This design comes from an exercise in tuning for small area, a short achievable clock period and few clock cycles on the open sky130 flow, not from production work. Only simulation tests tie the RTL to the original design; equivalence was not proved.

<file path="flow/run.sh">
#!/bin/bash
# synth_recipe.tcl (not shown) runs the flow's synth.tcl, then flattens the netlist and writes it again
# the make line also repeats each setting of config.mk as NAME=value (left out here)
make -C /OpenROAD-flow-scripts/flow DESIGN_CONFIG=/design/flow/config.mk WORK_HOME=/design/flow/orfs CLKGATE_MAP_FILE= SYNTH_SCRIPT=/design/flow/synth_recipe.tcl finish
</file>
<file path="flow/config.mk">
export PLATFORM = sky130hd
export DESIGN_NAME = lms_weight_top
export DESIGN_NICKNAME = lms_weight_top
export VERILOG_FILES = /design/flow/design.v
export SDC_FILE = /design/flow/constraint.sdc
export NUM_CORES = 4
export LEC_CHECK = 0
export CAP_MARGIN = 20
export CORE_MARGIN = 2
export CORE_UTILIZATION = 25
export SLEW_MARGIN = 20
</file>
<file path="flow/constraint.sdc">
create_clock -name core_clock -period 10.0 [get_ports {clk}]
set_input_delay 2.0000 -clock core_clock [delete_from_list [all_inputs] [get_ports {clk}]]
set_output_delay 2.0000 -clock core_clock [all_outputs]
set_load 0.01 [all_outputs]
</file>
<file path="flow/design.v">
package lms_pkg;
    typedef logic signed [14-1:0] sample_t;
    typedef logic signed [16-1:0] weight_t;
    typedef logic signed [29-1:0] prod_t;
    typedef logic [5-1:0] tap_t;
    typedef enum logic [1:0] {
        UPD_IDLE  = 2'd0,
        UPD_MUL   = 2'd1,
        UPD_DIV   = 2'd2,
        UPD_WRITE = 2'd3
    } upd_state_t;
endpackage
`timescale 1ns/1ps
module lms_req_fifo (
    input  logic                     clk,
    input  logic                     rstn,
    input  logic                     push,
    input  lms_pkg::tap_t            push_tap,
    input  lms_pkg::sample_t         push_err,
    input  lms_pkg::sample_t         push_ref,
    input  logic [26:0]              push_nrm,
    input  logic                     pop,
    output logic                     head_valid,
    output logic [1:0]               count,
    output lms_pkg::tap_t            head_tap,
    output lms_pkg::sample_t         head_err,
    output lms_pkg::sample_t         head_ref,
    output logic [26:0]              head_nrm
);
    logic          v0, v1;
    lms_pkg::tap_t    tap1;
    lms_pkg::sample_t err1, ref1;
    logic [26:0]      nrm1;
    assign head_valid = v0;
    assign count      = {v0 & v1, v0 ^ v1};
    logic ld0, ld1, sel1;
    assign sel1 = v1;
    assign ld0  = pop ? (v1 | push) : (!v0 & push);
    assign ld1  = pop ? (v1 & push) : (v0 & !v1 & push);
    always_ff @(posedge clk or negedge rstn)
    begin
        if (!rstn)
        begin
            v0 <= 1'b0;
            v1 <= 1'b0;
        end
        else
        begin
            if (pop)
            begin
                v0 <= v1 | push;
                v1 <= v1 & push;
            end
            else if (!v0)
                v0 <= push;
            else if (!v1)
                v1 <= push;
        end
    end
    always_ff @(posedge clk)
    begin
        if (ld0)
        begin
            head_tap <= (pop && sel1) ? tap1 : push_tap;
            head_err <= (pop && sel1) ? err1 : push_err;
            head_ref <= (pop && sel1) ? ref1 : push_ref;
            head_nrm <= (pop && sel1) ? nrm1 : push_nrm;
        end
        if (ld1)
        begin
            tap1 <= push_tap;
            err1 <= push_err;
            ref1 <= push_ref;
            nrm1 <= push_nrm;
        end
    end
endmodule
`timescale 1ns/1ps
module lms_step_divider (
    input  logic                    clk,
    input  logic                    rstn,
    input  logic                    load,
    input  logic [26:0]             ld_a,
    input  logic [28:0]             ld_b,
    input  logic [3:0]              ld_cnt,
    input  logic                    ld_neg,
    input  logic                    res_ok,
    output logic                    free,
    output logic                    res_valid,
    output lms_pkg::weight_t        res_q,
    output logic                    res_neg
);
    logic        busy;
    logic        fin;
    logic [3:0]  cnt;
    logic [26:0] r;
    logic [28:0] b;
    logic [15:0] q;
    logic        neg;
    logic [29:0] t1, t2;
    logic        ge1, ge2;
    logic [26:0] r1, r2;
    logic [28:0] b1;
    logic [15:0] q_next;
    logic        last;
    assign t1  = {3'b0, r} - {1'b0, b};
    assign ge1 = !t1[29];
    assign r1  = ge1 ? t1[26:0] : r;
    assign b1  = b >> 1;
    assign t2  = {3'b0, r1} - {1'b0, b1};
    assign ge2 = !t2[29];
    assign r2  = ge2 ? t2[26:0] : r1;
    assign q_next = {q[13:0], ge1, ge2};
    assign last      = busy && (cnt == 4'd1);
    assign res_valid = last || fin;
    assign res_q     = fin ? q : q_next;
    assign res_neg   = neg;
    assign free      = !(busy || fin) || (res_valid && res_ok);
    always_ff @(posedge clk or negedge rstn)
    begin
        if (!rstn)
        begin
            busy <= 1'b0;
            fin  <= 1'b0;
        end
        else if (load)
        begin
            busy <= 1'b1;
            fin  <= 1'b0;
        end
        else if (last)
        begin
            busy <= 1'b0;
            fin  <= !res_ok;
        end
        else if (fin && res_ok)
            fin <= 1'b0;
    end
    always_ff @(posedge clk)
    begin
        if (load)
        begin
            cnt <= ld_cnt;
            r   <= ld_a;
            b   <= ld_b;
            q   <= '0;
            neg <= ld_neg;
        end
        else if (busy)
        begin
            cnt <= cnt - 1'b1;
            r   <= r2;
            b   <= b >> 2;
            q   <= q_next;
        end
    end
endmodule
`timescale 1ns/1ps
module lms_weight_bank (
    input  logic              clk,
    input  logic              rstn,
    input  logic              wr_en,
    input  lms_pkg::tap_t     wr_tap,
    input  lms_pkg::weight_t  wr_data,
    input  lms_pkg::tap_t     cur_tap,
    input  lms_pkg::tap_t     rd_tap,
    output lms_pkg::weight_t  cur_weight,
    output lms_pkg::weight_t  rd_weight
);
    lms_pkg::weight_t     weights [32];
    logic [32-1:0] vld;
    assign cur_weight = vld[cur_tap] ? weights[cur_tap] : '0;
    always_ff @(posedge clk or negedge rstn)
    begin
        if (!rstn)
            vld <= '0;
        else if (wr_en)
            vld[wr_tap] <= 1'b1;
    end
    always_ff @(posedge clk)
    begin
        if (wr_en)
            weights[wr_tap] <= wr_data;
    end
    always_ff @(posedge clk)
    begin
        rd_weight <= vld[rd_tap] ? weights[rd_tap] : '0;
    end
endmodule
`timescale 1ns/1ps
module lms_update_ctrl #(
    parameter int CQ_N = 3
) (
    input  logic                     clk,
    input  logic                     rstn,
    input  logic                     req_valid,
    input  logic                     s_valid,
    input  logic [1:0]               s_count,
    input  lms_pkg::tap_t            s_tap,
    input  lms_pkg::sample_t         s_err,
    input  lms_pkg::sample_t         s_ref,
    input  logic [26:0]              s_nrm,
    output logic                     s_pop,
    output logic                     credit_return,
    output logic                     d_load,
    output logic [26:0]              d_a,
    output logic [28:0]              d_b,
    output logic [3:0]               d_cnt,
    output logic                     d_neg,
    input  logic                     d_free,
    input  logic                     d_res_valid,
    input  lms_pkg::weight_t         d_res_q,
    input  logic                     d_res_neg,
    output logic                     d_res_ok,
    input  lms_pkg::weight_t         cur_weight,
    output lms_pkg::tap_t            cur_tap,
    output logic                     wr_en,
    output lms_pkg::tap_t            wr_tap,
    output lms_pkg::weight_t         wr_data,
    output logic                     upd_done,
    output lms_pkg::tap_t            upd_tap
);
    function automatic logic [3:0] blen14(input logic [13:0] x);
        blen14 = '0;
        for (int i = 0; i < 14; i++)
            if (x[i]) blen14 = i + 1;
    endfunction
    function automatic logic [4:0] blen27(input logic [26:0] x);
        blen27 = '0;
        for (int i = 0; i < 27; i++)
            if (x[i]) blen27 = i + 1;
    endfunction
    logic [13:0] ea, fa;
    logic [26:0] na;
    logic [27:0] prod;
    logic [3:0]  le, lf;
    logic [4:0]  ln;
    logic [5:0]  lsum;
    logic [5:0]  kk;
    logic [3:0]  cyc;
    logic        p_zero;
    logic [28:0] p_b;
    assign ea   = s_err[13] ? -s_err : s_err;
    assign fa   = s_ref[13] ? -s_ref : s_ref;
    assign na   = s_nrm[26] ? -s_nrm : s_nrm;
    assign prod = ea * fa;
    assign le   = blen14(ea);
    assign lf   = blen14(fa);
    assign ln   = blen27(na);
    assign lsum = {2'b0, le} + {2'b0, lf};
    assign kk   = lsum + 6'd2 - {1'b0, ln};
    assign cyc  = kk[4:1];
    assign p_zero = (le == 4'd0) || (lf == 4'd0) || (ln == 5'd0) || ({1'b0, ln} > lsum);
    assign p_b  = {1'b0, na, 1'b0} << {cyc - 4'd1, 1'b0};
    logic          m_valid;
    logic          m_zero;
    lms_pkg::tap_t m_tap;
    logic          m_neg;
    logic [26:0]   m_a;
    logic [28:0]   m_b;
    logic [3:0]    m_cyc;
    logic pop;
    logic cq_space;
    assign s_pop = s_valid && (!m_valid || pop);
    always_ff @(posedge clk or negedge rstn)
    begin
        if (!rstn)
            m_valid <= 1'b0;
        else if (s_pop)
            m_valid <= 1'b1;
        else if (pop)
            m_valid <= 1'b0;
    end
    always_ff @(posedge clk)
    begin
        if (s_pop)
        begin
            m_zero <= p_zero;
            m_tap  <= s_tap;
            m_neg  <= s_err[13] ^ s_ref[13] ^ s_nrm[26];
            m_a    <= prod[26:0];
            m_b    <= p_b;
            m_cyc  <= cyc;
        end
    end
    assign pop    = m_valid && cq_space && (m_zero || d_free);
    assign d_load = pop && !m_zero;
    assign d_a    = m_a;
    assign d_b    = m_b;
    assign d_cnt  = m_cyc;
    assign d_neg  = m_neg;
    logic [1:0] owed;
    logic [2:0] held;
    assign held = {1'b0, s_count} + {2'b0, m_valid} - {2'b0, pop};
    assign credit_return = (owed != 2'd0) && (held <= {1'b0, owed});
    always_ff @(posedge clk or negedge rstn)
    begin
        if (!rstn)
            owed <= '0;
        else
            owed <= owed + {1'b0, req_valid} - {1'b0, credit_return};
    end
    logic             rr_valid;
    lms_pkg::weight_t rr_q;
    logic             rr_neg;
    logic [CQ_N-1:0]     cq_v;
    logic [CQ_N-1:0]     cq_div;
    logic [CQ_N-1:0][4:0] cq_tap;
    logic                cq_pop;
    assign upd_done = cq_v[0] && (!cq_div[0] || rr_valid);
    assign upd_tap  = cq_tap[0];
    assign cq_pop   = upd_done;
    assign cq_space = !cq_v[CQ_N-1] || cq_pop;
    logic [CQ_N-1:0] cq_nv;    
    logic [CQ_N-1:0] cq_pv;    
    logic [CQ_N-1:0] cq_ins;   
    always_comb
    begin
        for (int i = 0; i < CQ_N; i++)
        begin
            cq_nv[i]  = cq_pop ? ((i + 1 < CQ_N) ? cq_v[(i + 1 < CQ_N) ? i + 1 : i] : 1'b0) : cq_v[i];
            cq_pv[i]  = (i == 0) ? 1'b1 : (cq_pop ? cq_v[i] : cq_v[(i > 0) ? i - 1 : 0]);
            cq_ins[i] = pop && cq_pv[i] && !cq_nv[i];
        end
    end
    always_ff @(posedge clk or negedge rstn)
    begin
        if (!rstn)
            cq_v <= '0;
        else
            cq_v <= cq_nv | cq_ins;
    end
    always_ff @(posedge clk)
    begin
        for (int i = 0; i < CQ_N; i++)
        begin
            if (cq_ins[i])
            begin
                cq_tap[i] <= m_tap;
                cq_div[i] <= !m_zero;
            end
            else if (cq_pop)
            begin
                cq_tap[i] <= cq_tap[(i + 1 < CQ_N) ? i + 1 : i];
                cq_div[i] <= cq_div[(i + 1 < CQ_N) ? i + 1 : i];
            end
        end
    end
    logic rr_take;
    assign rr_take  = upd_done && cq_div[0];
    assign d_res_ok = !rr_valid || rr_take;
    always_ff @(posedge clk or negedge rstn)
    begin
        if (!rstn)
            rr_valid <= 1'b0;
        else if (d_res_valid && d_res_ok)
            rr_valid <= 1'b1;
        else if (rr_take)
            rr_valid <= 1'b0;
    end
    always_ff @(posedge clk)
    begin
        if (d_res_valid && d_res_ok)
        begin
            rr_q   <= d_res_q;
            rr_neg <= d_res_neg;
        end
    end
    assign cur_tap = cq_tap[0];
    assign wr_en   = rr_take;
    assign wr_tap  = cq_tap[0];
    assign wr_data = cur_weight + (rr_q ^ {16{rr_neg}}) + {15'd0, rr_neg};
endmodule
`timescale 1ns/1ps
module lms_weight_top (
    input  logic                     clk,
    input  logic                     rstn,
    input  logic                     req_valid,
    input  lms_pkg::tap_t            req_tap,
    input  lms_pkg::sample_t         req_err,
    input  lms_pkg::sample_t         req_ref,
    input  logic [32-1:0]  req_power,
    input  lms_pkg::tap_t            rd_tap,
    output logic                     credit_return,
    output logic                     upd_done,
    output lms_pkg::tap_t            upd_tap,
    output lms_pkg::weight_t         rd_weight
);
    logic                     s_valid;
    logic                     s_pop;
    logic [1:0]               s_count;
    lms_pkg::tap_t            s_tap;
    lms_pkg::sample_t         s_err;
    lms_pkg::sample_t         s_ref;
    logic [26:0]              s_nrm;
    logic                     d_load;
    logic [26:0]              d_a;
    logic [28:0]              d_b;
    logic [3:0]               d_cnt;
    logic                     d_neg;
    logic                     d_free;
    logic                     d_res_valid;
    lms_pkg::weight_t         d_res_q;
    logic                     d_res_neg;
    logic                     d_res_ok;
    lms_pkg::tap_t            cur_tap;
    lms_pkg::weight_t         cur_weight;
    logic                     wr_en;
    lms_pkg::tap_t            wr_tap;
    lms_pkg::weight_t         wr_data;
    lms_req_fifo fifo_i (
        .clk        (clk),
        .rstn       (rstn),
        .push       (req_valid),
        .push_tap   (req_tap),
        .push_err   (req_err),
        .push_ref   (req_ref),
        .push_nrm   (req_power[32-1:5]),
        .pop        (s_pop),
        .head_valid (s_valid),
        .count      (s_count),
        .head_tap   (s_tap),
        .head_err   (s_err),
        .head_ref   (s_ref),
        .head_nrm   (s_nrm)
    );
    lms_update_ctrl ctrl_i (
        .clk           (clk),
        .rstn          (rstn),
        .req_valid     (req_valid),
        .s_valid       (s_valid),
        .s_count       (s_count),
        .s_tap         (s_tap),
        .s_err         (s_err),
        .s_ref         (s_ref),
        .s_nrm         (s_nrm),
        .s_pop         (s_pop),
        .credit_return (credit_return),
        .d_load        (d_load),
        .d_a           (d_a),
        .d_b           (d_b),
        .d_cnt         (d_cnt),
        .d_neg         (d_neg),
        .d_free        (d_free),
        .d_res_valid   (d_res_valid),
        .d_res_q       (d_res_q),
        .d_res_neg     (d_res_neg),
        .d_res_ok      (d_res_ok),
        .cur_weight    (cur_weight),
        .cur_tap       (cur_tap),
        .wr_en         (wr_en),
        .wr_tap        (wr_tap),
        .wr_data       (wr_data),
        .upd_done      (upd_done),
        .upd_tap       (upd_tap)
    );
    lms_step_divider div_i (
        .clk       (clk),
        .rstn      (rstn),
        .load      (d_load),
        .ld_a      (d_a),
        .ld_b      (d_b),
        .ld_cnt    (d_cnt),
        .ld_neg    (d_neg),
        .res_ok    (d_res_ok),
        .free      (d_free),
        .res_valid (d_res_valid),
        .res_q     (d_res_q),
        .res_neg   (d_res_neg)
    );
    lms_weight_bank bank_i (
        .clk        (clk),
        .rstn       (rstn),
        .wr_en      (wr_en),
        .wr_tap     (wr_tap),
        .wr_data    (wr_data),
        .cur_tap    (cur_tap),
        .rd_tap     (rd_tap),
        .cur_weight (cur_weight),
        .rd_weight  (rd_weight)
    );
endmodule
</file>
==> run notes <==
- The mapped netlist covers 0.0505 mm2.
- The clock passes through at most 3 buffers.
- The routed wire length per instance is between 15 and 20 um.
- The area added between synthesis and finish is 14.6%.
- The peak clock frequency supported by timing is approximately 120 MHz.
- Clock-pin slew was measured on the worst setup and hold paths at roughly 60 ps.
- The cell area after layout is ~0.058 mm2.
- The share of the clock period used by the worst path after layout is between 80 and 90%.
- The run finished with no timing, DRC or antenna violations.
- The number of remaining DRC errors is 0.
- The data required time of the critical path is 10440 ps.
- The number of endpoints with negative hold slack in the final report is 0.
- Pin placement for this block handled between 90 and 100 I/O pins.
- The critical path startpoint category is a register.
- The commonest cells after synthesis are 794 x sky130_fd_sc_hd__edfxtp_1, 326 x sky130_fd_sc_hd__mux4_2, 304 x sky130_fd_sc_hd__nor2_1.
- Setup violations remaining at the end of the flow were counted as 0.
- The overall overflow remaining after global route is 0.
- For this design, the CTS-stage hold fixing added 0 buffers.
- Between clock sinks in the finished design, the worst skew comes to between 50 and 60 ps.
- The die covers ~0.21 mm2.
- The proportion of layout cells with a drive suffix above 1 is between 10% and 20%.
- The floorplan step set the die height to approximately 450 um.
- The minimum clock period is 8300 ps.
- The max-cap violation count is 0.
- The net count after synthesis is between 4000 and 5000.
- The number of H-tree levels is 3.
- The post-synthesis area per instance is roughly 14 um2.
- TritonCTS built the clock tree.
- The post-DP HPWL is ~84000 um.
- The detailed-route wire length is between 100000 and 150000 um.
- Detailed routing inserted a total of roughly 31000 vias.
- Across every metal layer, demand over resource in global routing totals roughly an eighth.
- Input and output buffers added on the ports amount to 90.
- The weighted congestion reported at the end of routability-driven placement is 0.890.
- The max-slew violation count came to 0.
- For this run, the share of the core covered by cells in the final layout is between 20% and 30%.
- The number of nets with antenna violations after routing is 0.
- The type of the most critical hold path is register to register.
- The number of clock sinks is ~870.
- The post-synthesis sequential element count is roughly 900.
- Counting distinct cell types in the post-synthesis netlist gives 93.
- The highest fanout seen on the critical path is 13.
- The floorplan step set the die width to between 400 and 500 um.
- The core outline area is around 0.2 mm2.
- The initial standard-cell utilization of the core is between 20% and 30%.
- For this run, the detailed router's first-pass iteration total came to 5.
- The first global-routing pass estimated 194000 um of wire.
- The number of warnings printed during yosys synthesis is 4.
- The class of the most critical setup path is register to register.
- Clock latency on the worst-skew pair, taken at its later pin, is 730 ps.
- The final-layout setup total negative slack is 0 ps.
- The worst register-to-register path has a setup slack of 1700 ps.
- The count of standard-cell rows is 164.
- After filler insertion, the fill cell instance count of the layout stands at between 20000 and 25000.
- The transition time at the pin with the least slew margin is around 1200 ps.
- The fraction of post-synthesis cell area in the top cell type by area is a little under half.
- The number of global-route vias before repair was 31732.
- The async set-or-reset flop fraction in the synthesized netlist is under 10%.
- The cell area after placement is between 0.05 and 0.06 mm2.
- The initial antenna violation count is 4.
- The maximum number of pins on one net before global-route repair is 88.
- After the last flow step, the layout net total stands at approximately 4100.
- Buffers inserted during clock tree synthesis total a little under 90.
- In this run the post-CTS setup repair buffer count came out at 0.
- For the worst setup path, the data arrival time is just under 9000 ps.
- The sequential-to-total area share from yosys stat is 50.8%.
- For this run, the leading register cell type out of synthesis is sky130_fd_sc_hd__edfxtp_1.
- The area occupied by multi-input gates is 0.0235 mm2.
- The flip-flop and latch area is roughly 0.026 mm2.
- Summed over all instances, the cell type with the most area after synthesis is sky130_fd_sc_hd__edfxtp_1.
- Synthesis handed over a netlist of 3635 instances.
- In this run, post-CTS repair resized a total of 0 instances.
- The vias per cell is 4.77.
- The worst max-slew margin expressed relative to the limit is between 20% and 30%.
- In this run, the number of DRC markers left after iteration 0 of detailed routing was around 2400.
- The cell with the most instances after synthesis is sky130_fd_sc_hd__edfxtp_1.
- The count of flip-flops with a built-in enable after synthesis is between 700 and 800.
- Setup repair after global routing left no endpoint under its margin.
- The critical path endpoint category is a register.
- In the post-synthesis netlist, the biggest area contributors are sky130_fd_sc_hd__edfxtp_1 47%, sky130_fd_sc_hd__mux4_2 15%, sky130_fd_sc_hd__fa_1 5.8%, sky130_fd_sc_hd__ha_1 4.7%, sky130_fd_sc_hd__nor2_1 2.3%.
- The clock root buffer master is sky130_fd_sc_hd__clkbuf_16.
## flip-flops by register name (all words and copies together) (netlist names), 16 cells and up, named ones only
register          count
ctrl_i.m_a           27
div_i.r              27
fifo_i.head_nrm      27
bank_i.vld           32
ctrl_i.m_b           28
div_i.b              29
bank_i.weights      512
ctrl_i.rr_q          16
bank_i.rd_weight     16
fifo_i.nrm1          27
div_i.q              16
## cell usage in the layout, fill, tap and decap left out, types with 17 or more instances in the layout
master | Yosys | layout
sky130_fd_sc_hd__a21o_1 | 67 | 67
sky130_fd_sc_hd__a21oi_1 | 133 | 132
sky130_fd_sc_hd__buf_4 | 6 | 81
sky130_fd_sc_hd__clkbuf_1 | 111 | 21
sky130_fd_sc_hd__clkbuf_16 | 0 | 87
sky130_fd_sc_hd__clkdlybuf4s50_1 | 0 | 85
sky130_fd_sc_hd__clkinv_1 | 2 | 19
sky130_fd_sc_hd__dfrtp_1 | 43 | 43
sky130_fd_sc_hd__dfxtp_1 | 37 | 33
sky130_fd_sc_hd__edfxtp_1 | 794 | 794
sky130_fd_sc_hd__fa_1 | 146 | 145
sky130_fd_sc_hd__ha_1 | 190 | 190
sky130_fd_sc_hd__inv_1 | 246 | 245
sky130_fd_sc_hd__mux2_2 | 88 | 88
sky130_fd_sc_hd__mux2i_1 | 107 | 106
sky130_fd_sc_hd__mux4_2 | 326 | 326
sky130_fd_sc_hd__nand2_1 | 278 | 277
sky130_fd_sc_hd__nand2b_1 | 33 | 33
sky130_fd_sc_hd__nand3_1 | 25 | 25
sky130_fd_sc_hd__nor2_1 | 304 | 271
sky130_fd_sc_hd__nor2_2 | 1 | 22
sky130_fd_sc_hd__nor2b_1 | 20 | 19
sky130_fd_sc_hd__nor3_1 | 25 | 25
sky130_fd_sc_hd__o21ai_0 | 127 | 127
sky130_fd_sc_hd__o21bai_1 | 17 | 17
sky130_fd_sc_hd__o22ai_1 | 17 | 17
sky130_fd_sc_hd__o31ai_1 | 18 | 18
sky130_fd_sc_hd__xnor2_1 | 100 | 88
sky130_fd_sc_hd__xor2_1 | 78 | 74
## logic make-up after synthesis
logic type               synth area share (%)
multiplexers                             18.6
flip-flops                               50.8
AND/OR/NAND/NOR                          6.84
AO/OA/AOI/OAI                            6.67
adder cells (fa/ha/maj)                  10.5
buffers and inverters                    3.29
XOR/XNOR                                 3.28
## per-layer routing
layer / up-vias / share of wire [%] / wire, um / global-route usage [%]
li1: 13811 / - / - / -
met1: 15804 / 41 / 52500 / 15.6
met2: 950 / 50 / 63900 / 21.3
met3: 217 / 5.7 / 7210 / 1.92
met4: 0 / 3.1 / 3980 / 4.04
met5: - / 0 / 0 / 0
## cell type report
class	instances	share of cell area [%]
sequential	874	44.4
antenna	1	0.00432
timing repair buffer	173	2.65
multi-input combinational	2334	40.7
inverter	249	1.61
clock inverter	52	1.00
clock buffer	111	3.97
tap	2656	5.74
## worst max-delay path, cell delays in order, from the launching register on
cell and delay [ps]:
sky130_fd_sc_hd__edfxtp_1 530, sky130_fd_sc_hd__inv_1 440, sky130_fd_sc_hd__ha_1 250, sky130_fd_sc_hd__nand2b_1 140
sky130_fd_sc_hd__o41ai_1 600, sky130_fd_sc_hd__xnor2_2 360, sky130_fd_sc_hd__nand2_1 180, sky130_fd_sc_hd__fa_1 580
sky130_fd_sc_hd__inv_1 50, sky130_fd_sc_hd__fa_1 390, sky130_fd_sc_hd__fa_1 550, sky130_fd_sc_hd__inv_1 60
sky130_fd_sc_hd__fa_1 490, sky130_fd_sc_hd__fa_1 490, sky130_fd_sc_hd__inv_1 50, sky130_fd_sc_hd__fa_1 440
sky130_fd_sc_hd__ha_1 350, sky130_fd_sc_hd__a21o_1 170, sky130_fd_sc_hd__a21oi_1 190, sky130_fd_sc_hd__nor3b_1 440
sky130_fd_sc_hd__o211ai_1 210, sky130_fd_sc_hd__a31oi_1 310, sky130_fd_sc_hd__o31ai_1 140, sky130_fd_sc_hd__o21a_1 190
sky130_fd_sc_hd__o21ai_0 140, sky130_fd_sc_hd__nand2b_1 70, sky130_fd_sc_hd__a21oi_1 170, sky130_fd_sc_hd__xnor2_1 80
## through the flow
stage | setup slack, ps | std cells | hold slack, ps
after floorplan | 2550 | 3635 | 400
after global placement | 1540 | 6284 | 403
after detailed placement | 1660 | 6285 | 408
after CTS | 1680 | 6448 | 423
after global routing | 1100 | 6450 | 427
final | 1700 | 6450 | 421
## final timing paths
kind,startpoint,depth (start not counted),endpoint
max in group asynchronous,rstn,1,bank_i.vld[18]$_DFFE_PN0P_
min in group asynchronous,rstn,1,ctrl_i.cq_v[0]$_DFF_PN0_
min,div_i.neg$_DFFE_PP_,0,ctrl_i.rr_neg$_DFFE_PP_
max,fifo_i.head_err[0]$_DFFE_PP_,27,ctrl_i.m_a[26]$_DFFE_PP_
min reg2reg,div_i.neg$_DFFE_PP_,0,ctrl_i.rr_neg$_DFFE_PP_
max reg2reg,fifo_i.head_err[0]$_DFFE_PP_,27,ctrl_i.m_a[26]$_DFFE_PP_
Testbench counts, summed over its fixed seeds: cycles 5,062.

## afterwards: timing with drivers on the ports
How much do the figures lean on ideal ports? The routed layout below was timed once more, with nothing changed but the port constraints. Step 1 (the two cells are an assumption about what drives the block):
set clk [get_ports {clk}]
set_driving_cell -lib_cell sky130_fd_sc_hd__clkbuf_16 $clk
set_driving_cell -lib_cell sky130_fd_sc_hd__buf_2 [delete_from_list [all_inputs] $clk]
Step 2 adds t to the input delays and takes it off the output delays; t is the mean of the earliest and latest rising clock arrival at the registers after step 1. Input paths then give back, and output paths get back, about the clock's delay inside the block. a / b / c = no drivers / after step 1 / after step 2; a / b = the first two.
shift t [ns]: 0.787
slack for setup (ns): 1.701 / 1.701 / 1.701
worst register clock-pin slew, ns: 0.07 / 0.07
After both steps setup and hold are still met in this run. For this run, drivers alone change the setup slack by 0.000 ns; drivers and shift together by 0.000 ns.
